Context: an optimization exercise on an open-source flow, tuned for small area, a short achievable clock period and few clock cycles. The choices shown serve that exercise and are no tape-out recipe. Only simulation tests tie the RTL to the original design; equivalence was not proved.

$ cat design.v
package cds_pkg;
    localparam int DAY_W   = 5;
    localparam int MONTH_W = 4;
    localparam int YEAR_W  = 14;
    localparam int COUNT_W = 16;
    localparam int MASK_W  = 7;
    localparam int WD_W    = 3;
    localparam int DOY_W   = 9;
endpackage
module cds_mod7 (
    input  logic [15:0] x,
    output logic [2:0]  r
);
    logic [5:0] s1;
    logic [3:0] s2;
    logic [2:0] s3;
    assign s1 = 6'(x[2:0]) + 6'(x[5:3]) + 6'(x[8:6]) + 6'(x[11:9]) + 6'(x[14:12]) + 6'(x[15]);
    assign s2 = 4'(s1[2:0]) + 4'(s1[5:3]);
    assign s3 = s2[2:0] + 3'(s2[3]);
    assign r  = (s3 == 3'd7) ? 3'd0 : s3;
endmodule
module cds_month_len (
    input  logic       leap,
    input  logic [3:0] m,
    output logic [4:0] len
);
    always_comb begin
        case (m)
            4'd1, 4'd3, 4'd5, 4'd7, 4'd8, 4'd10, 4'd12: len = 5'd31;
            4'd4, 4'd6, 4'd9, 4'd11:                    len = 5'd30;
            4'd2:    len = leap ? 5'd29 : 5'd28;
            default: len = 5'd0;
        endcase
    end
endmodule
module cds_days_before (
    input  logic [3:0] m,
    output logic [8:0] days
);
    always_comb begin
        case (m)
            4'd2:    days = 9'd31;
            4'd3:    days = 9'd59;
            4'd4:    days = 9'd90;
            4'd5:    days = 9'd120;
            4'd6:    days = 9'd151;
            4'd7:    days = 9'd181;
            4'd8:    days = 9'd212;
            4'd9:    days = 9'd243;
            4'd10:   days = 9'd273;
            4'd11:   days = 9'd304;
            4'd12:   days = 9'd334;
            default: days = 9'd0;
        endcase
    end
endmodule
module cds_doy_split (
    input  logic [8:0] r,
    input  logic       leap,
    output logic [3:0] m,
    output logic [4:0] d
);
    logic       feb29;
    logic [8:0] rr;
    logic [8:0] cum;
    assign feb29 = leap && (r == 9'd59);
    assign rr    = (leap && (r > 9'd59)) ? r - 9'd1 : r;
    always_comb begin
        if (feb29)             m = 4'd2;
        else if (rr < 9'd31)   m = 4'd1;
        else if (rr < 9'd59)   m = 4'd2;
        else if (rr < 9'd90)   m = 4'd3;
        else if (rr < 9'd120)  m = 4'd4;
        else if (rr < 9'd151)  m = 4'd5;
        else if (rr < 9'd181)  m = 4'd6;
        else if (rr < 9'd212)  m = 4'd7;
        else if (rr < 9'd243)  m = 4'd8;
        else if (rr < 9'd273)  m = 4'd9;
        else if (rr < 9'd304)  m = 4'd10;
        else if (rr < 9'd334)  m = 4'd11;
        else                   m = 4'd12;
    end
    cds_days_before u_cum (.m(m), .days(cum));
    assign d = feb29 ? 5'd29 : rr[4:0] - cum[4:0] + 5'd1;
endmodule
module cds_div100 (
    input  logic [13:0] y,
    output logic [7:0]  q,
    output logic [6:0]  rem
);
    logic [13:0]       p41;
    logic [7:0]        qe;
    logic signed [8:0] r0;
    logic              neg, over;
    assign p41  = {6'b0, y[13:6]} + {1'b0, y[13:6], 5'b0} + {3'b0, y[13:6], 3'b0};
    assign qe   = p41[13:6];
    assign r0   = y[8:0] - {qe, 6'b0} - {qe, 5'b0} - {qe, 2'b0};
    assign neg  = r0[8];
    assign over = !neg && (r0 >= 9'sd100);
    logic [6:0] rp, rm;
    assign rp   = 7'(r0[6:0] + 7'd100);
    assign rm   = 7'(r0[6:0] - 7'd100);
    assign q    = qe + {{7{neg}}, neg || over};
    assign rem  = neg ? rp : over ? rm : r0[6:0];
endmodule
module cds_div3 #(
    parameter int W = 15
) (
    input  logic [W-1:0] x,
    output logic [W-1:0] q,
    output logic [1:0]   r
);
    logic [W:0] r1, r0;
    assign r1[W] = 1'b0;
    assign r0[W] = 1'b0;
    for (genvar i = W - 1; i >= 0; i--) begin : g_st
        assign q[i]  = r1[i+1] | (r0[i+1] & x[i]);
        assign r1[i] = (r0[i+1] & !x[i]) | (r1[i+1] & x[i]);
        assign r0[i] = (!r1[i+1] & !r0[i+1] & x[i]) | (r1[i+1] & !x[i]);
    end
    assign r = {r1[0], r0[0]};
endmodule
module cds_pass30 (
    input  logic       back,
    input  logic [3:0] from,
    input  logic [3:0] to,
    output logic       hit
);
    logic [12:0] sel;
    always_comb begin
        sel = '0;
        for (int k = 1; k <= 12; k++) begin
            if (!back) begin
                if (to >= from) sel[k] = (4'(k) > from) && (4'(k) <= to);
                else            sel[k] = (4'(k) > from) || (4'(k) <= to);
            end else begin
                if (to <= from) sel[k] = (4'(k) >= to) && (4'(k) < from);
                else            sel[k] = (4'(k) >= to) || (4'(k) < from);
            end
        end
        hit = sel[4] || sel[6] || sel[9] || sel[11];
    end
endmodule
module cds_ywd (
    input  logic [1:0] a,
    input  logic [6:0] b,
    output logic [2:0] w
);
    always_comb begin
        case ({a, b})
            9'd0: w = 3'd5;
            9'd1: w = 3'd0;
            9'd2: w = 3'd1;
            9'd3: w = 3'd2;
            9'd4: w = 3'd3;
            9'd5: w = 3'd5;
            9'd6: w = 3'd6;
            9'd7: w = 3'd0;
            9'd8: w = 3'd1;
            9'd9: w = 3'd3;
            9'd10: w = 3'd4;
            9'd11: w = 3'd5;
            9'd12: w = 3'd6;
            9'd13: w = 3'd1;
            9'd14: w = 3'd2;
            9'd15: w = 3'd3;
            9'd16: w = 3'd4;
            9'd17: w = 3'd6;
            9'd18: w = 3'd0;
            9'd19: w = 3'd1;
            9'd20: w = 3'd2;
            9'd21: w = 3'd4;
            9'd22: w = 3'd5;
            9'd23: w = 3'd6;
            9'd24: w = 3'd0;
            9'd25: w = 3'd2;
            9'd26: w = 3'd3;
            9'd27: w = 3'd4;
            9'd28: w = 3'd5;
            9'd29: w = 3'd0;
            9'd30: w = 3'd1;
            9'd31: w = 3'd2;
            9'd32: w = 3'd3;
            9'd33: w = 3'd5;
            9'd34: w = 3'd6;
            9'd35: w = 3'd0;
            9'd36: w = 3'd1;
            9'd37: w = 3'd3;
            9'd38: w = 3'd4;
            9'd39: w = 3'd5;
            9'd40: w = 3'd6;
            9'd41: w = 3'd1;
            9'd42: w = 3'd2;
            9'd43: w = 3'd3;
            9'd44: w = 3'd4;
            9'd45: w = 3'd6;
            9'd46: w = 3'd0;
            9'd47: w = 3'd1;
            9'd48: w = 3'd2;
            9'd49: w = 3'd4;
            9'd50: w = 3'd5;
            9'd51: w = 3'd6;
            9'd52: w = 3'd0;
            9'd53: w = 3'd2;
            9'd54: w = 3'd3;
            9'd55: w = 3'd4;
            9'd56: w = 3'd5;
            9'd57: w = 3'd0;
            9'd58: w = 3'd1;
            9'd59: w = 3'd2;
            9'd60: w = 3'd3;
            9'd61: w = 3'd5;
            9'd62: w = 3'd6;
            9'd63: w = 3'd0;
            9'd64: w = 3'd1;
            9'd65: w = 3'd3;
            9'd66: w = 3'd4;
            9'd67: w = 3'd5;
            9'd68: w = 3'd6;
            9'd69: w = 3'd1;
            9'd70: w = 3'd2;
            9'd71: w = 3'd3;
            9'd72: w = 3'd4;
            9'd73: w = 3'd6;
            9'd74: w = 3'd0;
            9'd75: w = 3'd1;
            9'd76: w = 3'd2;
            9'd77: w = 3'd4;
            9'd78: w = 3'd5;
            9'd79: w = 3'd6;
            9'd80: w = 3'd0;
            9'd81: w = 3'd2;
            9'd82: w = 3'd3;
            9'd83: w = 3'd4;
            9'd84: w = 3'd5;
            9'd85: w = 3'd0;
            9'd86: w = 3'd1;
            9'd87: w = 3'd2;
            9'd88: w = 3'd3;
            9'd89: w = 3'd5;
            9'd90: w = 3'd6;
            9'd91: w = 3'd0;
            9'd92: w = 3'd1;
            9'd93: w = 3'd3;
            9'd94: w = 3'd4;
            9'd95: w = 3'd5;
            9'd96: w = 3'd6;
            9'd97: w = 3'd1;
            9'd98: w = 3'd2;
            9'd99: w = 3'd3;
            9'd128: w = 3'd4;
            9'd129: w = 3'd5;
            9'd130: w = 3'd6;
            9'd131: w = 3'd0;
            9'd132: w = 3'd1;
            9'd133: w = 3'd3;
            9'd134: w = 3'd4;
            9'd135: w = 3'd5;
            9'd136: w = 3'd6;
            9'd137: w = 3'd1;
            9'd138: w = 3'd2;
            9'd139: w = 3'd3;
            9'd140: w = 3'd4;
            9'd141: w = 3'd6;
            9'd142: w = 3'd0;
            9'd143: w = 3'd1;
            9'd144: w = 3'd2;
            9'd145: w = 3'd4;
            9'd146: w = 3'd5;
            9'd147: w = 3'd6;
            9'd148: w = 3'd0;
            9'd149: w = 3'd2;
            9'd150: w = 3'd3;
            9'd151: w = 3'd4;
            9'd152: w = 3'd5;
            9'd153: w = 3'd0;
            9'd154: w = 3'd1;
            9'd155: w = 3'd2;
            9'd156: w = 3'd3;
            9'd157: w = 3'd5;
            9'd158: w = 3'd6;
            9'd159: w = 3'd0;
            9'd160: w = 3'd1;
            9'd161: w = 3'd3;
            9'd162: w = 3'd4;
            9'd163: w = 3'd5;
            9'd164: w = 3'd6;
            9'd165: w = 3'd1;
            9'd166: w = 3'd2;
            9'd167: w = 3'd3;
            9'd168: w = 3'd4;
            9'd169: w = 3'd6;
            9'd170: w = 3'd0;
            9'd171: w = 3'd1;
            9'd172: w = 3'd2;
            9'd173: w = 3'd4;
            9'd174: w = 3'd5;
            9'd175: w = 3'd6;
            9'd176: w = 3'd0;
            9'd177: w = 3'd2;
            9'd178: w = 3'd3;
            9'd179: w = 3'd4;
            9'd180: w = 3'd5;
            9'd181: w = 3'd0;
            9'd182: w = 3'd1;
            9'd183: w = 3'd2;
            9'd184: w = 3'd3;
            9'd185: w = 3'd5;
            9'd186: w = 3'd6;
            9'd187: w = 3'd0;
            9'd188: w = 3'd1;
            9'd189: w = 3'd3;
            9'd190: w = 3'd4;
            9'd191: w = 3'd5;
            9'd192: w = 3'd6;
            9'd193: w = 3'd1;
            9'd194: w = 3'd2;
            9'd195: w = 3'd3;
            9'd196: w = 3'd4;
            9'd197: w = 3'd6;
            9'd198: w = 3'd0;
            9'd199: w = 3'd1;
            9'd200: w = 3'd2;
            9'd201: w = 3'd4;
            9'd202: w = 3'd5;
            9'd203: w = 3'd6;
            9'd204: w = 3'd0;
            9'd205: w = 3'd2;
            9'd206: w = 3'd3;
            9'd207: w = 3'd4;
            9'd208: w = 3'd5;
            9'd209: w = 3'd0;
            9'd210: w = 3'd1;
            9'd211: w = 3'd2;
            9'd212: w = 3'd3;
            9'd213: w = 3'd5;
            9'd214: w = 3'd6;
            9'd215: w = 3'd0;
            9'd216: w = 3'd1;
            9'd217: w = 3'd3;
            9'd218: w = 3'd4;
            9'd219: w = 3'd5;
            9'd220: w = 3'd6;
            9'd221: w = 3'd1;
            9'd222: w = 3'd2;
            9'd223: w = 3'd3;
            9'd224: w = 3'd4;
            9'd225: w = 3'd6;
            9'd226: w = 3'd0;
            9'd227: w = 3'd1;
            9'd256: w = 3'd2;
            9'd257: w = 3'd3;
            9'd258: w = 3'd4;
            9'd259: w = 3'd5;
            9'd260: w = 3'd6;
            9'd261: w = 3'd1;
            9'd262: w = 3'd2;
            9'd263: w = 3'd3;
            9'd264: w = 3'd4;
            9'd265: w = 3'd6;
            9'd266: w = 3'd0;
            9'd267: w = 3'd1;
            9'd268: w = 3'd2;
            9'd269: w = 3'd4;
            9'd270: w = 3'd5;
            9'd271: w = 3'd6;
            9'd272: w = 3'd0;
            9'd273: w = 3'd2;
            9'd274: w = 3'd3;
            9'd275: w = 3'd4;
            9'd276: w = 3'd5;
            9'd277: w = 3'd0;
            9'd278: w = 3'd1;
            9'd279: w = 3'd2;
            9'd280: w = 3'd3;
            9'd281: w = 3'd5;
            9'd282: w = 3'd6;
            9'd283: w = 3'd0;
            9'd284: w = 3'd1;
            9'd285: w = 3'd3;
            9'd286: w = 3'd4;
            9'd287: w = 3'd5;
            9'd288: w = 3'd6;
            9'd289: w = 3'd1;
            9'd290: w = 3'd2;
            9'd291: w = 3'd3;
            9'd292: w = 3'd4;
            9'd293: w = 3'd6;
            9'd294: w = 3'd0;
            9'd295: w = 3'd1;
            9'd296: w = 3'd2;
            9'd297: w = 3'd4;
            9'd298: w = 3'd5;
            9'd299: w = 3'd6;
            9'd300: w = 3'd0;
            9'd301: w = 3'd2;
            9'd302: w = 3'd3;
            9'd303: w = 3'd4;
            9'd304: w = 3'd5;
            9'd305: w = 3'd0;
            9'd306: w = 3'd1;
            9'd307: w = 3'd2;
            9'd308: w = 3'd3;
            9'd309: w = 3'd5;
            9'd310: w = 3'd6;
            9'd311: w = 3'd0;
            9'd312: w = 3'd1;
            9'd313: w = 3'd3;
            9'd314: w = 3'd4;
            9'd315: w = 3'd5;
            9'd316: w = 3'd6;
            9'd317: w = 3'd1;
            9'd318: w = 3'd2;
            9'd319: w = 3'd3;
            9'd320: w = 3'd4;
            9'd321: w = 3'd6;
            9'd322: w = 3'd0;
            9'd323: w = 3'd1;
            9'd324: w = 3'd2;
            9'd325: w = 3'd4;
            9'd326: w = 3'd5;
            9'd327: w = 3'd6;
            9'd328: w = 3'd0;
            9'd329: w = 3'd2;
            9'd330: w = 3'd3;
            9'd331: w = 3'd4;
            9'd332: w = 3'd5;
            9'd333: w = 3'd0;
            9'd334: w = 3'd1;
            9'd335: w = 3'd2;
            9'd336: w = 3'd3;
            9'd337: w = 3'd5;
            9'd338: w = 3'd6;
            9'd339: w = 3'd0;
            9'd340: w = 3'd1;
            9'd341: w = 3'd3;
            9'd342: w = 3'd4;
            9'd343: w = 3'd5;
            9'd344: w = 3'd6;
            9'd345: w = 3'd1;
            9'd346: w = 3'd2;
            9'd347: w = 3'd3;
            9'd348: w = 3'd4;
            9'd349: w = 3'd6;
            9'd350: w = 3'd0;
            9'd351: w = 3'd1;
            9'd352: w = 3'd2;
            9'd353: w = 3'd4;
            9'd354: w = 3'd5;
            9'd355: w = 3'd6;
            9'd384: w = 3'd0;
            9'd385: w = 3'd1;
            9'd386: w = 3'd2;
            9'd387: w = 3'd3;
            9'd388: w = 3'd4;
            9'd389: w = 3'd6;
            9'd390: w = 3'd0;
            9'd391: w = 3'd1;
            9'd392: w = 3'd2;
            9'd393: w = 3'd4;
            9'd394: w = 3'd5;
            9'd395: w = 3'd6;
            9'd396: w = 3'd0;
            9'd397: w = 3'd2;
            9'd398: w = 3'd3;
            9'd399: w = 3'd4;
            9'd400: w = 3'd5;
            9'd401: w = 3'd0;
            9'd402: w = 3'd1;
            9'd403: w = 3'd2;
            9'd404: w = 3'd3;
            9'd405: w = 3'd5;
            9'd406: w = 3'd6;
            9'd407: w = 3'd0;
            9'd408: w = 3'd1;
            9'd409: w = 3'd3;
            9'd410: w = 3'd4;
            9'd411: w = 3'd5;
            9'd412: w = 3'd6;
            9'd413: w = 3'd1;
            9'd414: w = 3'd2;
            9'd415: w = 3'd3;
            9'd416: w = 3'd4;
            9'd417: w = 3'd6;
            9'd418: w = 3'd0;
            9'd419: w = 3'd1;
            9'd420: w = 3'd2;
            9'd421: w = 3'd4;
            9'd422: w = 3'd5;
            9'd423: w = 3'd6;
            9'd424: w = 3'd0;
            9'd425: w = 3'd2;
            9'd426: w = 3'd3;
            9'd427: w = 3'd4;
            9'd428: w = 3'd5;
            9'd429: w = 3'd0;
            9'd430: w = 3'd1;
            9'd431: w = 3'd2;
            9'd432: w = 3'd3;
            9'd433: w = 3'd5;
            9'd434: w = 3'd6;
            9'd435: w = 3'd0;
            9'd436: w = 3'd1;
            9'd437: w = 3'd3;
            9'd438: w = 3'd4;
            9'd439: w = 3'd5;
            9'd440: w = 3'd6;
            9'd441: w = 3'd1;
            9'd442: w = 3'd2;
            9'd443: w = 3'd3;
            9'd444: w = 3'd4;
            9'd445: w = 3'd6;
            9'd446: w = 3'd0;
            9'd447: w = 3'd1;
            9'd448: w = 3'd2;
            9'd449: w = 3'd4;
            9'd450: w = 3'd5;
            9'd451: w = 3'd6;
            9'd452: w = 3'd0;
            9'd453: w = 3'd2;
            9'd454: w = 3'd3;
            9'd455: w = 3'd4;
            9'd456: w = 3'd5;
            9'd457: w = 3'd0;
            9'd458: w = 3'd1;
            9'd459: w = 3'd2;
            9'd460: w = 3'd3;
            9'd461: w = 3'd5;
            9'd462: w = 3'd6;
            9'd463: w = 3'd0;
            9'd464: w = 3'd1;
            9'd465: w = 3'd3;
            9'd466: w = 3'd4;
            9'd467: w = 3'd5;
            9'd468: w = 3'd6;
            9'd469: w = 3'd1;
            9'd470: w = 3'd2;
            9'd471: w = 3'd3;
            9'd472: w = 3'd4;
            9'd473: w = 3'd6;
            9'd474: w = 3'd0;
            9'd475: w = 3'd1;
            9'd476: w = 3'd2;
            9'd477: w = 3'd4;
            9'd478: w = 3'd5;
            9'd479: w = 3'd6;
            9'd480: w = 3'd0;
            9'd481: w = 3'd2;
            9'd482: w = 3'd3;
            9'd483: w = 3'd4;
            default: w = 3'd0;
        endcase
    end
endmodule
import cds_pkg::*;
module calendar_date_stepper
#(
    parameter int unsigned MAX_YEAR = 9999
) (
    input  logic               aclk,
    input  logic               aresetn,
    input  logic               cfg_wr_en,
    input  logic [MASK_W-1:0]  cfg_wr_data,
    input  logic               s_valid,
    output logic               s_ready,
    input  logic [1:0]         s_req_type,
    input  logic               s_step_back,
    input  logic [COUNT_W-1:0] s_step_count,
    input  logic [DAY_W-1:0]   s_load_day,
    input  logic [MONTH_W-1:0] s_load_month,
    input  logic [YEAR_W-1:0]  s_load_year,
    output logic               m_valid,
    input  logic               m_ready,
    output logic [DAY_W-1:0]   m_out_day,
    output logic [MONTH_W-1:0] m_out_month,
    output logic [YEAR_W-1:0]  m_out_year,
    output logic [WD_W-1:0]    m_weekday,
    output logic [DOY_W-1:0]   m_day_of_year,
    output logic               m_is_leap,
    output logic [DAY_W-1:0]   m_month_length,
    output logic               m_date_valid,
    output logic               m_is_weekend,
    output logic               m_range_error
);
    localparam logic signed [15:0] MAXY = 16'(MAX_YEAR);
    typedef enum logic [2:0] {
        ST_IDLE = 3'd0,
        ST_D1   = 3'd1,
        ST_D2   = 3'd2,
        ST_M2   = 3'd4,
        ST_G    = 3'd5,
        ST_RW   = 3'd6
    } state_t;
    state_t st;
    logic [4:0]  o_day;
    logic [3:0]  o_month;
    logic [13:0] o_year;
    logic [2:0]  o_wd;
    logic [8:0]  o_doy;
    logic        o_leap;
    logic [4:0]  o_len;
    logic        o_valid;
    logic        o_wkend;
    logic        o_err;
    logic        mvalid;
    logic [8:0]  yc400;    
    logic [6:0]  mask;
    logic               rmon;     
    logic               rback;
    logic signed [10:0] acc;
    logic signed [9:0]  de;
    logic               wc;
    logic [2:0]         wdn;
    logic signed [15:0] wy;
    logic signed [10:0] wx;
    logic [3:0]         wm;
    logic [4:0]         wdd;
    logic               werr;
    logic [12:0]        wq;
    logic [1:0]         wa;       
    logic [6:0]         wrem;
    logic [1:0]         nfc;
    logic               has30;
    logic               fl_e, fl_m, fl_p;
    logic outfree;
    assign outfree = !mvalid || m_ready;
    assign s_ready = (st == ST_IDLE);
    logic        fit, is_day, is_mon, is_step, nz_cnt;
    logic [2:0]  nmod7;
    logic [3:0]  wsum;
    logic [2:0]  wdn_next;
    logic [10:0] acc_acc;
    logic [8:0]  acc_a;
    logic signed [17:0] acc_b;
    assign fit     = o_valid && (o_year != 14'd0) && (o_year <= 14'(MAX_YEAR));
    assign is_day  = (s_req_type == 2'd1);
    assign is_mon  = (s_req_type == 2'd2);
    assign is_step = is_day || is_mon;
    assign nz_cnt  = (s_step_count != 16'd0);
    cds_mod7 u_nmod7 (.x(s_step_count), .r(nmod7));
    logic [2:0] nsel;
    assign nsel     = s_step_back ? ~nmod7 : nmod7;
    assign wsum     = 4'(o_wd) + 4'(nsel);
    assign wdn_next = (wsum >= 4'd7) ? 3'(wsum + 4'd1) : wsum[2:0];
    logic [8:0] doy_m1;
    assign doy_m1 = o_doy - 9'd1;
    assign acc_a  = s_step_back ? o_doy : doy_m1;
    assign acc_b  = s_step_back ? ~{2'b00, s_step_count} : {2'b00, s_step_count};
    assign acc_acc = 11'(acc_a) + acc_b[10:0];
    logic signed [11:0] bx;
    logic [7:0]         ax45;
    logic signed [17:0] p45;
    logic signed [9:0]  de_next;
    logic signed [10:0] xe_next;
    assign bx      = acc_b[17:6];
    always_comb begin
        case (acc_a[8:6])
            3'd0:    ax45 = 8'd0;
            3'd1:    ax45 = 8'd45;
            3'd2:    ax45 = 8'd90;
            3'd3:    ax45 = 8'd135;
            3'd4:    ax45 = 8'd180;
            default: ax45 = 8'd225;
        endcase
    end
    assign p45     = (18'(bx) <<< 5) + (18'(bx) <<< 3) + (18'(bx) <<< 2) + 18'(bx) + 18'(ax45);
    assign de_next = 10'(p45 >>> 8);
    assign xe_next = 11'(yc400) + 11'(de_next);
    logic [13:0] n3q;
    logic [1:0]  n3r;
    logic [3:0]  mterm;
    logic [4:0]  mt;
    logic        mcar;
    logic [3:0]  mr;
    cds_div3 #(.W(14)) u_div3 (.x(s_step_count[15:2]), .q(n3q), .r(n3r));
    assign mterm = s_step_back ? 4'd12 - o_month : o_month - 4'd1;
    assign mt    = 5'({n3r, s_step_count[1:0]}) + 5'(mterm);
    assign mcar  = (mt >= 5'd12);
    assign mr    = mcar ? 4'(mt - 5'd12) : mt[3:0];
    logic signed [10:0] t4, t4s, d4, pd;
    logic [2:0]         cnt;
    logic [2:0]         kx;
    logic [10:0]        dy365;
    logic signed [10:0] r0;
    logic               e_lp, e_lm, e_lpp;
    assign t4     = 11'(yc400[1:0]) + 11'(de) + 11'sd3;
    assign t4s    = t4 >>> 2;
    assign d4     = t4s - 11'(yc400[1:0] != 2'd0);
    assign cnt    = 3'(wx > -11'sd100) + 3'(wx > 11'sd0) + 3'(wx > 11'sd100) + 3'(wx > 11'sd200)
                    + 3'(wx > 11'sd300) + 3'(wx > 11'sd400) + 3'(wx > 11'sd500);
    assign kx     = 3'(yc400 > 9'd0) + 3'(yc400 > 9'd100) + 3'(yc400 > 9'd200) + 3'(yc400 > 9'd300);
    assign pd     = d4 - 11'(cnt) + 11'(kx) + 11'(wx > 11'sd0) + 11'(wx > 11'sd400)
                    - 11'(yc400 != 9'd0) + 11'sd1;
    assign dy365  = (11'(de) << 8) + (11'(de) << 6) + (11'(de) << 5) + (11'(de) << 3)
                    + (11'(de) << 2) + 11'(de);
    assign r0     = acc[10:0] - dy365 - pd;
    assign e_lp   = (wx[1:0] == 2'd0) && (wx != -11'sd100) && (wx != 11'sd100) && (wx != 11'sd200)
                    && (wx != 11'sd300) && (wx != 11'sd500);
    assign e_lm   = (wx[1:0] == 2'd1) && (wx != -11'sd99) && (wx != 11'sd101) && (wx != 11'sd201)
                    && (wx != 11'sd301) && (wx != 11'sd501);
    assign e_lpp  = (wx[1:0] == 2'd3) && (wx != -11'sd101) && (wx != 11'sd99) && (wx != 11'sd199)
                    && (wx != 11'sd299) && (wx != 11'sd499);
    logic               rneg, rover;
    logic [9:0]         rfix;
    logic signed [15:0] yfin;
    logic signed [10:0] xfin;
    logic [8:0]         ycfin;
    logic               lfin;
    logic [3:0]         dc_m;
    logic [4:0]         dc_d;
    logic [4:0]         dc_len;
    logic               dc_hi, dc_lo;
    assign rneg  = acc[10];
    assign rover = !rneg && (fl_e ? (acc[9:0] >= 10'd366) : (acc[9:0] >= 10'd365));
    logic [9:0] radd;
    always_comb begin
        if (rneg)       radd = fl_m ? 10'd366 : 10'd365;
        else if (rover) radd = fl_e ? -10'd366 : -10'd365;
        else            radd = 10'd0;
    end
    assign rfix  = acc[9:0] + radd;
    assign yfin  = wy + {{15{rneg}}, rneg || rover};
    assign xfin  = wx + {{10{rneg}}, rneg || rover};
    assign ycfin = 9'(xfin + ((xfin < 11'sd0) ? 11'sd400 : (xfin >= 11'sd400) ? -11'sd400 : 11'sd0));
    assign lfin  = rneg ? fl_m : rover ? fl_p : fl_e;
    cds_doy_split u_split (.r(rfix[8:0]), .leap(lfin), .m(dc_m), .d(dc_d));
    cds_month_len u_dclen (.leap(lfin), .m(dc_m), .len(dc_len));
    assign dc_hi = (yfin > MAXY);
    assign dc_lo = (yfin < 16'sd1);
    logic signed [15:0] ymv;
    logic               f_hi, f_lo;
    logic [13:0]        yc;
    logic [3:0]         mc;
    logic [1:0]         dys;
    logic signed [3:0]  nf;
    logic               h30;
    logic [13:0]        fy;
    logic [1:0]         fq;
    logic [6:0]         frem;
    assign ymv  = 16'(o_year) + (rback ? ~{3'b0, wq} : {3'b0, wq}) + 16'(rback ? !wc : wc);
    assign f_hi = !rback && (ymv > MAXY);
    assign f_lo = rback && (ymv < 16'sd1);
    assign yc   = f_hi ? 14'(MAX_YEAR) : f_lo ? 14'd1 : ymv[13:0];
    assign mc   = f_hi ? 4'd12 : f_lo ? 4'd1 : wm;
    always_comb begin
        if (f_hi)                 dys = (o_year >= 14'd9997) ? 2'(2'd3 - o_year[1:0]) : 2'd3;
        else if (f_lo)            dys = (o_year <= 14'd3) ? 2'(o_year - 14'd1) : 2'd3;
        else if ((wq >= 13'd3) || ((wq == 13'd2) && wc)) dys = 2'd3;
        else                      dys = wq[1:0] + 2'(wc);
    end
    always_comb begin
        if (!rback) nf = 4'(dys) - 4'(mc == 4'd1) + 4'(o_month == 4'd1);
        else        nf = 4'(dys) - 4'(o_month < 4'd3) + 4'(mc < 4'd3);
    end
    cds_pass30 u_p30 (.back(rback), .from(o_month), .to(mc), .hit(h30));
    assign fy = (st == ST_IDLE) ? s_load_year : ymv[13:0];
    cds_div100 u_div100 (.y(fy), .q(fq), .rem(frem));
    logic        g_lp, g_lm, g_lpp, g_feb;
    logic [4:0]  g_l, g_d, g_len;
    logic        g_valid;
    logic [8:0]  g_cum, g_doy;
    logic [2:0]  g_wd;
    logic [8:0]  g_yc400;
    assign g_lp  = (wy[1:0] == 2'd0) && ((wrem != 7'd0)  || (wa == 2'd0));
    assign g_lm  = (wy[1:0] == 2'd1) && ((wrem != 7'd1)  || (wa == 2'd0));
    assign g_lpp = (wy[1:0] == 2'd3) && ((wrem != 7'd99) || (wa == 2'd3));
    assign g_feb = !rback ? ((wm >= 4'd2) ? g_lp : g_lm) : ((wm <= 4'd2) ? g_lp : g_lpp);
    always_comb begin
        if (!rmon)             g_l = 5'd31;
        else if (nfc == 2'd2)  g_l = 5'd28;
        else if (nfc == 2'd1)  g_l = g_feb ? 5'd29 : 5'd28;
        else if (has30)        g_l = 5'd30;
        else                   g_l = 5'd31;
    end
    assign g_d = (wdd < g_l) ? wdd : g_l;
    cds_month_len   u_glen (.leap(g_lp), .m(wm), .len(g_len));
    cds_days_before u_gcum (.m(wm), .days(g_cum));
    assign g_valid = (g_len != 5'd0) && (g_d != 5'd0) && (g_d <= g_len);
    assign g_doy   = g_cum + 9'(g_lp && (wm > 4'd2)) + 9'(g_d);
    logic [1:0]  g_a4;
    assign g_a4    = wa;
    logic [2:0] g_ym, g_cm;
    cds_ywd u_ywd (.a(wa), .b(wrem), .w(g_ym));
    always_comb begin
        case (wm)
            4'd2, 4'd3, 4'd11: g_cm = 3'd3;
            4'd4, 4'd7:        g_cm = 3'd6;
            4'd5:              g_cm = 3'd1;
            4'd6:              g_cm = 3'd4;
            4'd8:              g_cm = 3'd2;
            4'd9, 4'd12:       g_cm = 3'd5;
            default:           g_cm = 3'd0;
        endcase
    end
    logic [3:0] g_es, g_ws;
    logic [2:0] g_e, g_dm;
    assign g_es = 4'(g_ym) + 4'(g_cm) + 4'(g_lp && (wm > 4'd2));
    assign g_e  = (g_es >= 4'd14) ? 3'(g_es - 4'd14) : (g_es >= 4'd7) ? 3'(g_es - 4'd7) : g_es[2:0];
    always_comb begin
        case (g_d)
            5'd7, 5'd14, 5'd21, 5'd28:  g_dm = 3'd0;
            5'd1, 5'd8, 5'd15, 5'd22, 5'd29: g_dm = 3'd1;
            5'd2, 5'd9, 5'd16, 5'd23, 5'd30: g_dm = 3'd2;
            5'd3, 5'd10, 5'd17, 5'd24, 5'd31: g_dm = 3'd3;
            5'd4, 5'd11, 5'd18, 5'd25: g_dm = 3'd4;
            5'd5, 5'd12, 5'd19, 5'd26: g_dm = 3'd5;
            5'd6, 5'd13, 5'd20, 5'd27: g_dm = 3'd6;
            default: g_dm = 3'd0;
        endcase
    end
    assign g_ws = 4'(g_e) + 4'(g_dm);
    assign g_wd = (g_ws >= 4'd7) ? 3'(g_ws - 4'd7) : g_ws[2:0];
    always_comb begin
        case (g_a4)
            2'd0:    g_yc400 = 9'(wrem);
            2'd1:    g_yc400 = 9'd100 + 9'(wrem);
            2'd2:    g_yc400 = 9'd200 + 9'(wrem);
            default: g_yc400 = 9'd300 + 9'(wrem);
        endcase
    end
    logic acc_step, rpt_now, commit_d, commit_g, commit_r;
    assign acc_step = is_step && fit && nz_cnt;
    assign rpt_now  = (st == ST_IDLE) && s_valid && (s_req_type != 2'd0) && !acc_step;
    assign commit_r = (rpt_now || (st == ST_RW)) && outfree;
    assign commit_d = (st == ST_D2) && outfree;
    assign commit_g = (st == ST_G) && outfree;
    always_ff @(posedge aclk) begin
        if (!aresetn) begin
            st      <= ST_IDLE;
            mvalid  <= 1'b0;
            mask    <= 7'd96;
            o_day   <= 5'd1;
            o_month <= 4'd1;
            o_year  <= 14'd2000;
            o_wd    <= 3'd6;
            o_doy   <= 9'd1;
            o_leap  <= 1'b1;
            o_len   <= 5'd31;
            o_valid <= 1'b1;
            o_wkend <= 1'b1;
            o_err   <= 1'b0;
            yc400   <= 9'd0;
        end else begin
            if (cfg_wr_en) mask <= cfg_wr_data;
            if (commit_r || commit_d || commit_g) mvalid <= 1'b1;
            else if (m_ready)                     mvalid <= 1'b0;
            unique case (st)
                ST_IDLE: begin
                    if (s_valid) begin
                        if (s_req_type == 2'd0) st <= ST_G;
                        else if (acc_step)      st <= is_day ? ST_D1 : ST_M2;
                        else if (!outfree)      st <= ST_RW;
                    end
                end
                ST_RW:   if (outfree) st <= ST_IDLE;
                ST_D1:   st <= ST_D2;
                ST_D2:   if (outfree) st <= ST_IDLE;
                ST_M2:   st <= ST_G;
                ST_G:    if (outfree) st <= ST_IDLE;
                default: st <= ST_IDLE;
            endcase
            if (commit_r) begin
                o_err   <= (st == ST_RW) ? werr : (is_step && !fit);
                o_wkend <= o_valid && mask[o_wd];
            end
            if (commit_d) begin
                o_valid <= 1'b1;
                if (dc_hi) begin
                    o_day <= 5'd31; o_month <= 4'd12; o_year <= 14'(MAX_YEAR);
                    o_wd <= 3'd5; o_doy <= 9'd365; o_leap <= 1'b0; o_len <= 5'd31;
                    o_wkend <= mask[5]; o_err <= 1'b1; yc400 <= 9'd399;
                end else if (dc_lo) begin
                    o_day <= 5'd1; o_month <= 4'd1; o_year <= 14'd1;
                    o_wd <= 3'd1; o_doy <= 9'd1; o_leap <= 1'b0; o_len <= 5'd31;
                    o_wkend <= mask[1]; o_err <= 1'b1; yc400 <= 9'd1;
                end else begin
                    o_day <= dc_d; o_month <= dc_m; o_year <= yfin[13:0];
                    o_wd <= wdn; o_doy <= rfix[8:0] + 9'd1; o_leap <= lfin; o_len <= dc_len;
                    o_wkend <= mask[wdn]; o_err <= 1'b0; yc400 <= ycfin;
                end
            end
            if (commit_g) begin
                o_day   <= g_d;
                o_month <= wm;
                o_year  <= wy[13:0];
                o_wd    <= g_valid ? g_wd : 3'd0;
                o_doy   <= g_valid ? g_doy : 9'd0;
                o_leap  <= g_lp;
                o_len   <= g_len;
                o_valid <= g_valid;
                o_wkend <= g_valid && mask[g_wd];
                o_err   <= werr;
                yc400   <= g_yc400;
            end
        end
    end
    always_ff @(posedge aclk) begin
        unique case (st)
            ST_IDLE: begin
                rback <= s_step_back;
                acc   <= acc_acc[10:0];
                de    <= de_next;
                wx    <= xe_next;
                wc    <= mcar;
                wdn   <= wdn_next;
                rmon  <= is_mon;
                werr  <= is_step && !fit;
                wq    <= n3q[12:0];
                wa    <= fq;
                wrem  <= frem;
                if (s_req_type == 2'd0) begin
                    wdd <= s_load_day;
                    wm  <= s_load_month;
                    wy  <= 16'(s_load_year);
                end else begin
                    wdd <= o_day;
                    wm  <= s_step_back ? 4'd12 - mr : mr + 4'd1;
                    wy  <= 16'(o_year);
                end
            end
            ST_D1: begin
                acc  <= r0;
                wy   <= 16'(o_year) + 16'(de);
                fl_e <= e_lp;
                fl_m <= e_lm;
                fl_p <= e_lpp;
            end
            ST_M2: begin
                wy    <= 16'(yc);
                wm    <= mc;
                werr  <= f_hi || f_lo;
                wa    <= f_hi ? 2'd3 : f_lo ? 2'd0 : fq;
                wrem  <= f_hi ? 7'd99 : f_lo ? 7'd1 : frem;
                nfc   <= (nf >= 4'sd2) ? 2'd2 : (nf == 4'sd1) ? 2'd1 : 2'd0;
                has30 <= h30;
            end
            default: ;
        endcase
    end
    assign m_valid        = mvalid;
    assign m_out_day      = o_day;
    assign m_out_month    = o_month;
    assign m_out_year     = o_year;
    assign m_weekday      = o_wd;
    assign m_day_of_year  = o_doy;
    assign m_is_leap      = o_leap;
    assign m_month_length = o_len;
    assign m_date_valid   = o_valid;
    assign m_is_weekend   = o_wkend;
    assign m_range_error  = o_err;
endmodule
$ cat run.sh
#!/bin/bash
# synth_recipe.tcl (not shown) runs the flow's synth.tcl, then flattens the netlist and writes it again
# the make line also repeats each setting of config.mk as NAME=value (left out here)
make -C /OpenROAD-flow-scripts/flow DESIGN_CONFIG=/design/flow/config.mk WORK_HOME=/design/flow/orfs CLKGATE_MAP_FILE= SYNTH_SCRIPT=/design/flow/synth_recipe.tcl finish
$ cat config.mk
export PLATFORM = sky130hd
export DESIGN_NAME = calendar_date_stepper
export DESIGN_NICKNAME = calendar_date_stepper
export VERILOG_FILES = /design/flow/design.v
export SDC_FILE = /design/flow/constraint.sdc
export NUM_CORES = 4
export LEC_CHECK = 0
export ABC_AREA = 1
export CAP_MARGIN = 20
export CORE_MARGIN = 2
export CORE_UTILIZATION = 40
export SLEW_MARGIN = 20
$ cat constraint.sdc
create_clock -name core_clock -period 9.0 [get_ports {aclk}]
set_input_delay 1.8000 -clock core_clock [delete_from_list [all_inputs] [get_ports {aclk}]]
set_output_delay 1.8000 -clock core_clock [all_outputs]
set_load 0.01 [all_outputs]
==> results.sh, run 1 <==
export IMPL_globalRouteOverflowTotal=0
export IMPL_yosysMostFrequentCell="nand2_1"
export IMPL_grt_total_usage_pct=24.33
export IMPL_synth_cell_type_count=80
export IMPL_synth_cells=3320
export IMPL_finalSetupViolCount=0
export IMPL_fp_dieW_um=247.9
export IMPL_synth_common_cells="nand2_1, inv_1, ha_1"
export IMPL_dieArea_mm2=0.06147
export IMPL_clk_latency_ps=470
export IMPL_synth_edf_count=92
export IMPL_critPathLaunchType="flip-flop"
export IMPL_slew_viol_final=0
export IMPL_drc=0
export IMPL_cts_max_level=4
export IMPL_numCtsBuffers=17
export IMPL_wl_per_cell_um=17.57
export IMPL_min_path_cells=2
export IMPL_synth_largest_area_cell="ha_1"
export IMPL_yosysWarnings=7
export IMPL_cts_hold_buf=0
export IMPL_tightestPinTransition_ps=1129
export IMPL_final_nets=3894
export IMPL_syn_area_per_cell_um2=7.170
export IMPL_rr_endpoint="g_ym[1]"
export IMPL_outcome="finished clean"
export IMPL_async_flop_share_pct=0
export IMPL_cts_sinks=169
export IMPL_relSlewSlack_pct=24.47
export IMPL_grt_pass1_vias=20971
export IMPL_vias=22355
export IMPL_cts_tree="built"
export IMPL_r2r_start="rback"
export IMPL_hold_path_class="reg2reg"
export IMPL_finalWirelength_um=74150
export IMPL_arrival_ps=8810
export IMPL_whs_endpoint="o_err"
export IMPL_hold_viol_final=0
export IMPL_firstDrtPassIters=7
export IMPL_clockRootBuffer="clkbuf_16"
export IMPL_post_route_util_pct=45.13
export IMPL_fmax_mhz=118.5
export IMPL_cp_data_required_time_ps=9360
export IMPL_worst_hold_startpoint="o_err"
export IMPL_grt_start_max_net_pins=41
export IMPL_finalCritPeriodShare_pct=93.80
export IMPL_portBuffers=99
export IMPL_cts_clk_slew_worst_paths_ps=70
export IMPL_diodes=0
export IMPL_dp_slack_ps=-115.2
export IMPL_yosysSeqAreaShare_pct=18.08
export IMPL_area_delta_synth_final_pct=11.69
export IMPL_reg2reg_slack_ps=560
export IMPL_rsz0062_at_grt="yes"
export IMPL_die_y_um=247.9
export IMPL_start_util_pct=40.41
export IMPL_path_class="reg2reg"
export IMPL_clock_path_buffers=2
export IMPL_finalCriticalPeriod_ps=8442
export IMPL_synth_ff_type="edfxtp_1"
export IMPL_crit_top_cell="nand2_1"
export IMPL_maxCapViolations=0
export IMPL_drive_above_1_share_pct=7.226
export IMPL_slowest_stage="fa_1"
export IMPL_drt_iter0_markers=1684
export IMPL_antenna_found_initial=0
export IMPL_synth_top_area_share_pct=16.08
export IMPL_core_mm2=0.05891
export IMPL_ant_nets=0
export IMPL_vias_per_cell=5.299
export IMPL_place_hpwl_um=60150
export IMPL_layout_setup_ws_ps=558.1
export IMPL_crit_path_max_fanout=13
export IMPL_syn_num_nets=3781
export IMPL_critPathCaptureType="flip-flop"
export IMPL_ys_ff_latch=169
export IMPL_gp_congestion=0.9546
export IMPL_rows=89
export IMPL_grt_pass1_wl_um=116600
export IMPL_rr_worst_depth=52
export IMPL_pin_count=100
export IMPL_synth_cell_area_mm2=0.02380
export IMPL_fin_worst_skew_ps=11.84
export IMPL_netlist_top_cells_area="ha_1, edfxtp_1, nand2_1"
export IMPL_setup_tns_ps=0
export IMPL_critical_path_max_stage_delay_ps=510
[per-layer routing]
metal	GRT usage, %	vias to the layer above	wire (um)
li1	-	11231	-
met1	33.34	10304	34180
met2	39.19	685	33080
met3	2.314	135	3825
met4	10.00	0	3063
met5	0	-	0
[kinds of logic (layout without fill, tap and decap cells)]
family,after synthesis,in the layout,share of synthesized area (%)
AND/OR/NAND/NOR,1344,1346,24.95
buffers and inverters,631,755,10.71
AO/OA/AOI/OAI,587,587,14.79
adder cells (fa/ha/maj),408,408,24.62
XOR/XNOR,179,179,6.760
flip-flops,169,169,18.08
multiplexers,2,2,0.08411
[cell usage in the layout, fill, tap and decap left out, types with 19 or more instances in the layout]
| master | Yosys | layout |
|---|---|---|
| inv_1 | 535 | 533 |
| clkdlybuf4s50_1 | 0 | 96 |
| a31oi_1 | 32 | 32 |
| nand4_1 | 37 | 37 |
| nor2_1 | 207 | 205 |
| or2_2 | 19 | 19 |
| o21ai_1 | 15 | 19 |
| o211ai_1 | 20 | 20 |
| nand2_2 | 34 | 33 |
| nand3_1 | 229 | 227 |
| xnor2_1 | 46 | 46 |
| xor2_1 | 129 | 129 |
| nand2_1 | 716 | 713 |
| nor3_1 | 35 | 35 |
| fa_1 | 101 | 99 |
| o21ai_0 | 192 | 187 |
| ha_1 | 306 | 305 |
| edfxtp_1 | 92 | 92 |
| clkbuf_16 | 0 | 19 |
| a21oi_1 | 184 | 179 |
| dfxtp_1 | 77 | 77 |
| buf_4 | 7 | 65 |
[registers in the layout, indices dropped and copies added (netlist names), 9 cells and up]
name / flops
wy: 16
o_year: 14
wq: 13
acc: 11
wx: 11
de: 10
g_cum: 9
o_doy: 9
yc400: 9
[what timing repair did]
action,in CTS,in global routing
cloned,0,2
pin swaps,0,11
buffers inserted,0,12
resized for setup,1,41
setup endpoints to repair,1,16
[critical path: cells and delay by family, from the launching register on]
family,cells,cell delay (ps)
buffers and inverters,5,730
and+or+nand+nor,32,3130
xor gates and xnor gates,4,830
DFF,1,450
adders and majority gates,6,2260
AOI/OAI and AO/OA,5,910
[through the flow]
| step | cell area, um2 | std cells | hold slack, ps |
|---|---|---|---|
| final | 26590 | 4219 | 473.1 |
| after global routing | 26590 | 4219 | 490.7 |
| after CTS | 26340 | 4205 | 472.0 |
| after detailed placement | 25740 | 4173 | 460.6 |
| after global placement | 25740 | 4173 | 460.2 |
| after floorplan | 23800 | 3320 | 458.9 |
[how the worst max path moves through the flow]
stage,startpoint,end,slack [ps],depth (start not counted)
4_1_cts,rback,g_ym[0],170,52
3_3_place_gp,s_step_count[14],g_cm[0],-30,49
5_1_grt,rback,g_ym[0],-80,53
3_5_place_dp,s_step_count[15],g_cm[0],-120,49
6_report,rback,g_ym[1],560,52
2_1_floorplan,rback,g_ym[0],90,47
[final cells by class]
cell class                 count  area, um2
fill                        5951      32320
multi-input combinational   2522      17090
sequential                   169       4304
inverter                     555       2093
timing repair buffer         168       1536
tap                          773      967.2
clock buffer                  19      475.5
clock inverter                13      123.9
Testbench counts, summed over its fixed seeds: cycles 2,663.
==> run 2: changes to the inputs <==
--- a/config.mk
+++ b/config.mk
@@ -5,7 +5,6 @@
 export SDC_FILE = /design/flow/constraint.sdc
 export NUM_CORES = 4
 export LEC_CHECK = 0
-export ABC_AREA = 1
 export CAP_MARGIN = 20
 export CORE_MARGIN = 2
 export CORE_UTILIZATION = 40
==> results.sh, run 2 <==
export IMPL_outcome="complete, but fails checks"
export IMPL_so_faults="negative setup slack"
export IMPL_grt_pass1_vias=22601
export IMPL_final_nets=3611
export IMPL_yosysSeqAreaShare_pct=17.83
export IMPL_synth_common_cells="ha_1, inv_1, nand2_1"
export IMPL_critPathCaptureType="flip-flop"
export IMPL_max_flop_register="wy"
export IMPL_clock_path_buffers=2
export IMPL_core_mm2=0.06002
export IMPL_globalRouteOverflowTotal=0
export IMPL_firstDrtPassIters=6
export IMPL_syn_num_nets=3358
export IMPL_grt_pass1_wl_um=126400
export IMPL_grt_total_usage_pct=25.41
export IMPL_path_class="reg2reg"
export IMPL_rows=90
export IMPL_nFillCells=5764
export IMPL_arrival_ps=9550
export IMPL_synth_top_area_share_pct=15.86
export IMPL_slew_viol_final=0
export IMPL_async_flop_share_pct=0
export IMPL_netlist_top_cells_area="ha_1, edfxtp_1, fa_1"
export IMPL_cts_tree="built"
export IMPL_rsz0062_at_grt="yes"
export IMPL_drive_above_1_share_pct=14.67
export IMPL_cts_sinks=169
export IMPL_maxCapViolations=0
export IMPL_finalCriticalPeriod_ps=9223
export IMPL_dpl_cell_area_mm2=0.02754
export IMPL_synth_edf_count=92
export IMPL_critical_path_max_stage_delay_ps=540
export IMPL_use_met1_pct=33.71
export IMPL_critPathLaunchType="flip-flop"
export IMPL_grt_use_met3_pct=3.066
export IMPL_cts_hold_buf=0
export IMPL_fmax_mhz=108.4
export IMPL_clk_latency_ps=460
export IMPL_cts_max_level=4
export IMPL_hold_path_class="reg2reg"
export IMPL_cts_clk_slew_worst_paths_ps=70
export IMPL_yosysWarnings=7
export IMPL_die_y_um=249.6
export IMPL_area_delta_synth_final_pct=19.19
export IMPL_drt_iter0_markers=1618
export IMPL_tightestPinTransition_ps=1102
export IMPL_ys_ff_latch=169
export IMPL_pin_count=100
export IMPL_grt_busiest_layer="met2"
export IMPL_dieArea_mm2=0.06232
export IMPL_cp_data_required_time_ps=9330
export IMPL_numCtsBuffers=17
export IMPL_synth_ff_type="edfxtp_1"
export IMPL_finalSetupViolCount=3
export IMPL_diodes=0
export IMPL_use_met2_pct=42.56
export IMPL_crit_path_max_fanout=6
export IMPL_hold_viol_final=0
export IMPL_largest_reg_flops=16
export IMPL_ant_nets=0
export IMPL_synth_cell_type_count=105
export IMPL_vias=22900
export IMPL_fin_worst_skew_ps=15.10
export IMPL_gp_congestion=0.9154
export IMPL_synth_largest_area_cell="ha_1"
export IMPL_place_hpwl_um=64690
export IMPL_slowest_stage="mux4_2"
export IMPL_grt_start_max_net_pins=65
export IMPL_fin_area_mm2=0.02877
export IMPL_final_common_cell="ha_1"
export IMPL_yosysMostFrequentCell="ha_1"
export IMPL_mostFrequentLayoutCells="ha_1, inv_1, buf_4"
export IMPL_synth_cell_area_mm2=0.02414
export IMPL_antenna_found_initial=0
export IMPL_drc=0
export IMPL_post_route_util_pct=47.93
export IMPL_clockRootBuffer="clkbuf_16"
export IMPL_finalCritPeriodShare_pct=102.5
export IMPL_synth_cells=2897
export IMPL_wl_per_cell_um=20.48
export IMPL_top_regs="wy: 16 flops, o_year: 14 flops, wq: 13 flops"
export IMPL_layout_setup_ws_ps=-223.4
export IMPL_fp_dieW_um=249.6
export IMPL_start_util_pct=40.21
export IMPL_portBuffers=99
export IMPL_vias_per_cell=5.805
export IMPL_finalWirelength_um=80780
export IMPL_syn_area_per_cell_um2=8.332
export IMPL_relSlewSlack_pct=26.29
-- run 2: metal layers --
layer / share of wire, % / routed length, um
met1: 45 / 36340
met2: 47 / 37600
met3: 4.9 / 3988
met4: 3.5 / 2848
met5: 0 / 0
-- run 2: stage by stage --
step	worst slack (ps)	std cells	TNS, ps	hold slack, ps
6_report	-223.4	3945	-584.9	496.1
3_5_place_dp	-631.2	3889	-1730	492.0
2_1_floorplan	-196.7	2897	-415.5	484.0
4_1_cts	-197.3	3938	-529.1	505.9
3_3_place_gp	-436.3	3889	-1137	487.4
5_1_grt	-628.3	3945	-1851	519.9
-- run 2: kinds of logic after synthesis --
family | Yosys count | synth area share, %
AOI/OAI and AO/OA | 840 | 23.74
xor gates and xnor gates | 230 | 8.377
adders and majority gates | 408 | 24.28
buffers and inverters | 408 | 6.692
DFF | 169 | 17.83
muxes | 93 | 4.214
and+or+nand+nor | 749 | 14.86
-- run 2: cell type report --
type	instances	area [um2]	share of cell area, %
well taps	782	978.4	3.401
clock inverters	14	196.4	0.6828
multi-input cells	2320	18720	65.09
inverters	276	1041	3.619
repair buffers	366	3095	10.76
clock buffers	18	429.2	1.492
flip-flops and latches	169	4304	14.96
-- run 2: final timing paths --
check,start,end,slack [ps],cells after the start
setup / recovery,rback,g_ym[0],-220,39
hold / removal,o_day[0],o_day[0],500,2
setup reg to reg,rback,g_ym[0],-220,39
hold reg to reg,o_day[0],o_day[0],500,2
-- run 2: repair_timing --
action | 4_1_cts | 5_1_grt
pin swaps | 30 | 24
gates cloned | 2 | 0
gates resized for setup | 47 | 45
endpoints found under the setup margin | 3 | 15
buffers inserted | 15 | 7
-- run 2: critical path: cells and delay by family (launching register included) --
kind	cells	cell delay, ps
xor+xnor	3	500
buf+inv	2	230
simple gates	9	1460
flops	1	510
fa+ha+maj	7	2740
compound gates	15	2840
mux	3	810
==> run 3: changes to the inputs <==
--- a/design.v
+++ b/design.v
@@ -677,6 +677,48 @@
     assign mt    = 5'({n3r, s_step_count[1:0]}) + 5'(mterm);
     assign mcar  = (mt >= 5'd12);
     assign mr    = mcar ? 4'(mt - 5'd12) : mt[3:0];
+    logic       small_d, small_m;
+    logic       s_lm, s_lp;
+    logic [1:0] s_a;
+    logic [6:0] s_b;
+    assign small_d = (s_step_count < 16'd365);
+    assign small_m = (s_step_count < 16'd12);
+    assign s_lm    = (yc400[1:0] == 2'd1) && (yc400 != 9'd101) && (yc400 != 9'd201) && (yc400 != 9'd301);
+    assign s_lp    = (yc400[1:0] == 2'd3) && (yc400 != 9'd99) && (yc400 != 9'd199) && (yc400 != 9'd299);
+    always_comb begin
+        if (yc400 >= 9'd300)      begin s_a = 2'd3; s_b = 7'(yc400 - 9'd300); end
+        else if (yc400 >= 9'd200) begin s_a = 2'd2; s_b = 7'(yc400 - 9'd200); end
+        else if (yc400 >= 9'd100) begin s_a = 2'd1; s_b = 7'(yc400 - 9'd100); end
+        else                      begin s_a = 2'd0; s_b = 7'(yc400);          end
+    end
+    logic [4:0]  mts;
+    logic        mcs, sm_hi, sm_lo;
+    logic [3:0]  mrs, mcm;
+    logic [15:0] ysm;
+    logic [1:0]  asm_;
+    logic [6:0]  bsm;
+    assign mts   = 5'(s_step_count[3:0]) + 5'(mterm);
+    assign mcs   = (mts >= 5'd12);
+    assign mrs   = mcs ? 4'(mts - 5'd12) : mts[3:0];
+    assign sm_hi = !s_step_back && mcs && (o_year == 14'(MAX_YEAR));
+    assign sm_lo = s_step_back && mcs && (o_year == 14'd1);
+    assign mcm   = sm_hi ? 4'd12 : sm_lo ? 4'd1 : (s_step_back ? 4'd12 - mrs : mrs + 4'd1);
+    always_comb begin
+        ysm  = 16'(o_year);
+        asm_ = s_a;
+        bsm  = s_b;
+        if (mcs && !sm_hi && !sm_lo) begin
+            if (!s_step_back) begin
+                ysm = 16'(o_year) + 16'd1;
+                if (s_b == 7'd99) begin bsm = 7'd0; asm_ = s_a + 2'd1; end
+                else              bsm = s_b + 7'd1;
+            end else begin
+                ysm = 16'(o_year) - 16'd1;
+                if (s_b == 7'd0) begin bsm = 7'd99; asm_ = s_a - 2'd1; end
+                else             bsm = s_b - 7'd1;
+            end
+        end
+    end
     logic signed [10:0] t4, t4s, d4, pd;
     logic [2:0]         cnt;
     logic [2:0]         kx;
@@ -748,11 +790,17 @@
         else if ((wq >= 13'd3) || ((wq == 13'd2) && wc)) dys = 2'd3;
         else                      dys = wq[1:0] + 2'(wc);
     end
+    logic       n_back;
+    logic [3:0] n_to;
+    logic [1:0] n_dys;
+    assign n_back = (st == ST_IDLE) ? s_step_back : rback;
+    assign n_to   = (st == ST_IDLE) ? mcm : mc;
+    assign n_dys  = (st == ST_IDLE) ? 2'((mcs && !sm_hi && !sm_lo)) : dys;
     always_comb begin
-        if (!rback) nf = 4'(dys) - 4'(mc == 4'd1) + 4'(o_month == 4'd1);
-        else        nf = 4'(dys) - 4'(o_month < 4'd3) + 4'(mc < 4'd3);
+        if (!n_back) nf = 4'(n_dys) - 4'(n_to == 4'd1) + 4'(o_month == 4'd1);
+        else         nf = 4'(n_dys) - 4'(o_month < 4'd3) + 4'(n_to < 4'd3);
     end
-    cds_pass30 u_p30 (.back(rback), .from(o_month), .to(mc), .hit(h30));
+    cds_pass30 u_p30 (.back(n_back), .from(o_month), .to(n_to), .hit(h30));
     assign fy = (st == ST_IDLE) ? s_load_year : ymv[13:0];
     cds_div100 u_div100 (.y(fy), .q(fq), .rem(frem));
     logic        g_lp, g_lm, g_lpp, g_feb;
@@ -848,7 +896,8 @@
                 ST_IDLE: begin
                     if (s_valid) begin
                         if (s_req_type == 2'd0) st <= ST_G;
-                        else if (acc_step)      st <= is_day ? ST_D1 : ST_M2;
+                        else if (acc_step)      st <= is_day ? (small_d ? ST_D2 : ST_D1)
+                                                     : (small_m ? ST_G : ST_M2);
                         else if (!outfree)      st <= ST_RW;
                     end
                 end
@@ -900,22 +949,27 @@
                 rback <= s_step_back;
                 acc   <= acc_acc[10:0];
                 de    <= de_next;
-                wx    <= xe_next;
+                wx    <= small_d ? 11'(yc400) : xe_next;
+                fl_e  <= o_leap;
+                fl_m  <= s_lm;
+                fl_p  <= s_lp;
+                nfc   <= (nf >= 4'sd2) ? 2'd2 : (nf == 4'sd1) ? 2'd1 : 2'd0;
+                has30 <= h30;
                 wc    <= mcar;
                 wdn   <= wdn_next;
                 rmon  <= is_mon;
-                werr  <= is_step && !fit;
+                werr  <= (is_step && !fit) || (is_mon && (sm_hi || sm_lo));
                 wq    <= n3q[12:0];
-                wa    <= fq;
-                wrem  <= frem;
+                wa    <= is_mon ? asm_ : fq;
+                wrem  <= is_mon ? bsm : frem;
                 if (s_req_type == 2'd0) begin
                     wdd <= s_load_day;
                     wm  <= s_load_month;
                     wy  <= 16'(s_load_year);
                 end else begin
                     wdd <= o_day;
-                    wm  <= s_step_back ? 4'd12 - mr : mr + 4'd1;
-                    wy  <= 16'(o_year);
+                    wm  <= small_m ? mcm : (s_step_back ? 4'd12 - mr : mr + 4'd1);
+                    wy  <= (is_mon && small_m) ? ysm : 16'(o_year);
                 end
             end
             ST_D1: begin
--- a/config.mk
+++ b/config.mk
@@ -5,6 +5,7 @@
 export SDC_FILE = /design/flow/constraint.sdc
 export NUM_CORES = 4
 export LEC_CHECK = 0
+export ABC_AREA = 1
 export CAP_MARGIN = 20
 export CORE_MARGIN = 2
 export CORE_UTILIZATION = 40
==> results.sh, run 3 <==
export IMPL_async_flop_share_pct=0
export IMPL_vias_per_cell=5.369
export IMPL_cp_buffers_inverters=6
export IMPL_synth_top_area_share_pct=15.82
export IMPL_final_common_cell="nand2_1"
export IMPL_core_mm2=0.06297
export IMPL_vias=24886
export IMPL_cts_sinks=169
export IMPL_largest_reg_flops=16
export IMPL_clock_path_buffers=2
export IMPL_drive_above_1_share_pct=6.361
export IMPL_slew_viol_final=0
export IMPL_cp_data_required_time_ps=9400
export IMPL_dpl_cell_area_mm2=0.02751
export IMPL_slowest_stage="fa_1"
export IMPL_diodes=0
export IMPL_yosysWarnings=7
export IMPL_syn_num_nets=4146
export IMPL_max_flop_register="wy"
export IMPL_synth_largest_area_cell="ha_1"
export IMPL_critical_path_max_stage_delay_ps=550
export IMPL_portBuffers=99
export IMPL_finalSetupViolCount=0
export IMPL_hold_viol_final=0
export IMPL_synth_common_cells="nand2_1, inv_1, ha_1"
export IMPL_firstDrtPassIters=6
export IMPL_synth_ff_type="edfxtp_1"
export IMPL_relSlewSlack_pct=25.62
export IMPL_ant_nets=0
export IMPL_grt_start_max_net_pins=43
export IMPL_syn_area_per_cell_um2=6.917
export IMPL_clockRootBuffer="clkbuf_16"
export IMPL_path_class="reg2reg"
export IMPL_cpLargestDelayFamily="adder cells"
export IMPL_mostFrequentLayoutCells="nand2_1, inv_1, ha_1"
export IMPL_synth_edf_count=91
export IMPL_crit_top_cell="nand2_1"
export IMPL_gp_congestion=0.9838
export IMPL_grt_pass1_vias=23512
export IMPL_top_regs="wy: 16 flops, o_year: 14 flops, wq: 13 flops"
export IMPL_place_hpwl_um=68920
export IMPL_final_nets=4252
export IMPL_fp_dieW_um=255.9
export IMPL_wl_per_cell_um=18.37
export IMPL_crit_path_max_fanout=6
export IMPL_synth_cell_area_mm2=0.02539
export IMPL_tightestPinTransition_ps=1107
export IMPL_arrival_ps=8770
export IMPL_globalRouteOverflowTotal=0
export IMPL_antenna_found_initial=0
export IMPL_area_delta_synth_final_pct=11.68
export IMPL_reg2reg_slack_ps=620
export IMPL_finalWirelength_um=85160
export IMPL_grt_pass1_wl_um=132800
export IMPL_finalCritPeriodShare_pct=93.07
export IMPL_numCtsBuffers=17
export IMPL_pin_count=100
export IMPL_hold_path_class="reg2reg"
export IMPL_finalCriticalPeriod_ps=8376
export IMPL_netlist_top_cells_area="ha_1, nand2_1, edfxtp_1"
export IMPL_fin_worst_skew_ps=12.78
export IMPL_start_util_pct=40.32
export IMPL_rows=92
export IMPL_setup_tns_ps=0
export IMPL_rsz0062_at_grt="yes"
export IMPL_ys_ff_latch=169
export IMPL_yosysSeqAreaShare_pct=16.91
export IMPL_cts_clk_slew_worst_paths_ps=70
export IMPL_clk_latency_ps=510
export IMPL_critPathLaunchType="flip-flop"
export IMPL_dieArea_mm2=0.06550
export IMPL_drc=0
export IMPL_critPathCaptureType="flip-flop"
export IMPL_grt_total_usage_pct=25.77
export IMPL_outcome="finished clean"
export IMPL_fmax_mhz=119.4
export IMPL_drt_iter0_markers=2303
export IMPL_yosysMostFrequentCell="nand2_1"
export IMPL_cts_max_level=4
export IMPL_cts_hold_buf=0
export IMPL_maxCapViolations=0
export IMPL_synth_cell_type_count=70
export IMPL_cts_tree="built"
export IMPL_fin_area_mm2=0.02835
export IMPL_synth_cells=3670
export IMPL_die_y_um=255.9
==> run 3: area by class of cell <==
class / instances / area [um2]
clock buffers: 20 / 457.9
clock inverters: 12 / 111.4
fillers: 6477 / 34610
inverters: 627 / 2359
multi-input cells: 2785 / 18470
flip-flops and latches: 169 / 4295
well taps: 846 / 1059
repair buffers: 176 / 1602
==> run 3: worst paths after layout <==
path | cells after the start | end | startpoint
max | 53 | g_ym[2] | wq[0]
min | 2 | o_len[0] | o_len[0]
max reg2reg | 53 | g_ym[2] | wq[0]
min reg2reg | 2 | o_len[0] | o_len[0]
==> run 3: logic make-up after synthesis <==
| logic type | after synthesis | share of synthesized area [%] |
|---|---|---|
| and+or+nand+nor | 1427 | 24.33 |
| AOI/OAI and AO/OA | 729 | 16.90 |
| buffers and inverters | 718 | 10.90 |
| adders and majority gates | 423 | 23.82 |
| xor gates and xnor gates | 199 | 6.925 |
| DFF | 169 | 16.91 |
| muxes | 5 | 0.1971 |
==> run 3: what timing repair did <==
action,in CTS,in global routing
resized for setup,0,39
buffers inserted,0,13
setup endpoints to repair,0,15
==> run 3: through the flow <==
step | utilization, % | hold slack [ps] | cells | worst slack [ps]
finish | 45.03 | 490.8 | 4635 | 623.9
CTS | 44.60 | 495.5 | 4620 | 218.6
global placement | 43.69 | 466.5 | 4588 | 197.9
detailed placement | 43.69 | 477.3 | 4588 | 90.08
global route | 45.03 | 525.6 | 4635 | -39.87
floorplan | - | 458.2 | 3670 | 323.6
==> run 3: worst register-to-register path: cells and delay by family, from the launching register on <==
| family | cells | cell delay (ps) |
|---|---|---|
| flip-flops | 1 | 420 |
| AO/OA/AOI/OAI | 5 | 720 |
| XOR/XNOR | 3 | 700 |
| buffers and inverters | 6 | 620 |
| adder cells (fa/ha/maj) | 7 | 2920 |
| AND/OR/NAND/NOR | 32 | 2880 |
==> run 3: layer usage <==
layer,GRT usage (%),wire (um)
met1,34.73,38030
met2,42.26,38350
met3,3.060,5517
met4,9.649,3258
met5,0,0
Testbench counts of run 3, summed over its fixed seeds: cycles 2,192.

==> separate check: timing with driven ports <==
No port has a modelled driver above. Below, the same layouts with a new extraction and two added sets of constraints.
Step 1 assumes that a clkbuf_16 drives the clock port and a buf_2 every other input.
Step 2, shift: input delay + t, output delay - t, t = (earliest + latest rising clock arrival at the registers) / 2. This alone moves slack from input paths to output paths.
Three values: ideal ports, drivers, drivers and shift; two values: the first two.
run | t, ns | slack for setup (ns) | cell pins on the clock port's net
run 1 | 0.528 | 0.558 / 0.558 / 0.249 | 1
run 2 | 0.508 | -0.223 / -0.223 / -0.404 | 1
run 3 | 0.557 | 0.624 / 0.624 / 0.220 | 1
The setup slack of run 3, which loses most, moves by 0.000 ns with the drivers and by -0.404 ns with both steps.
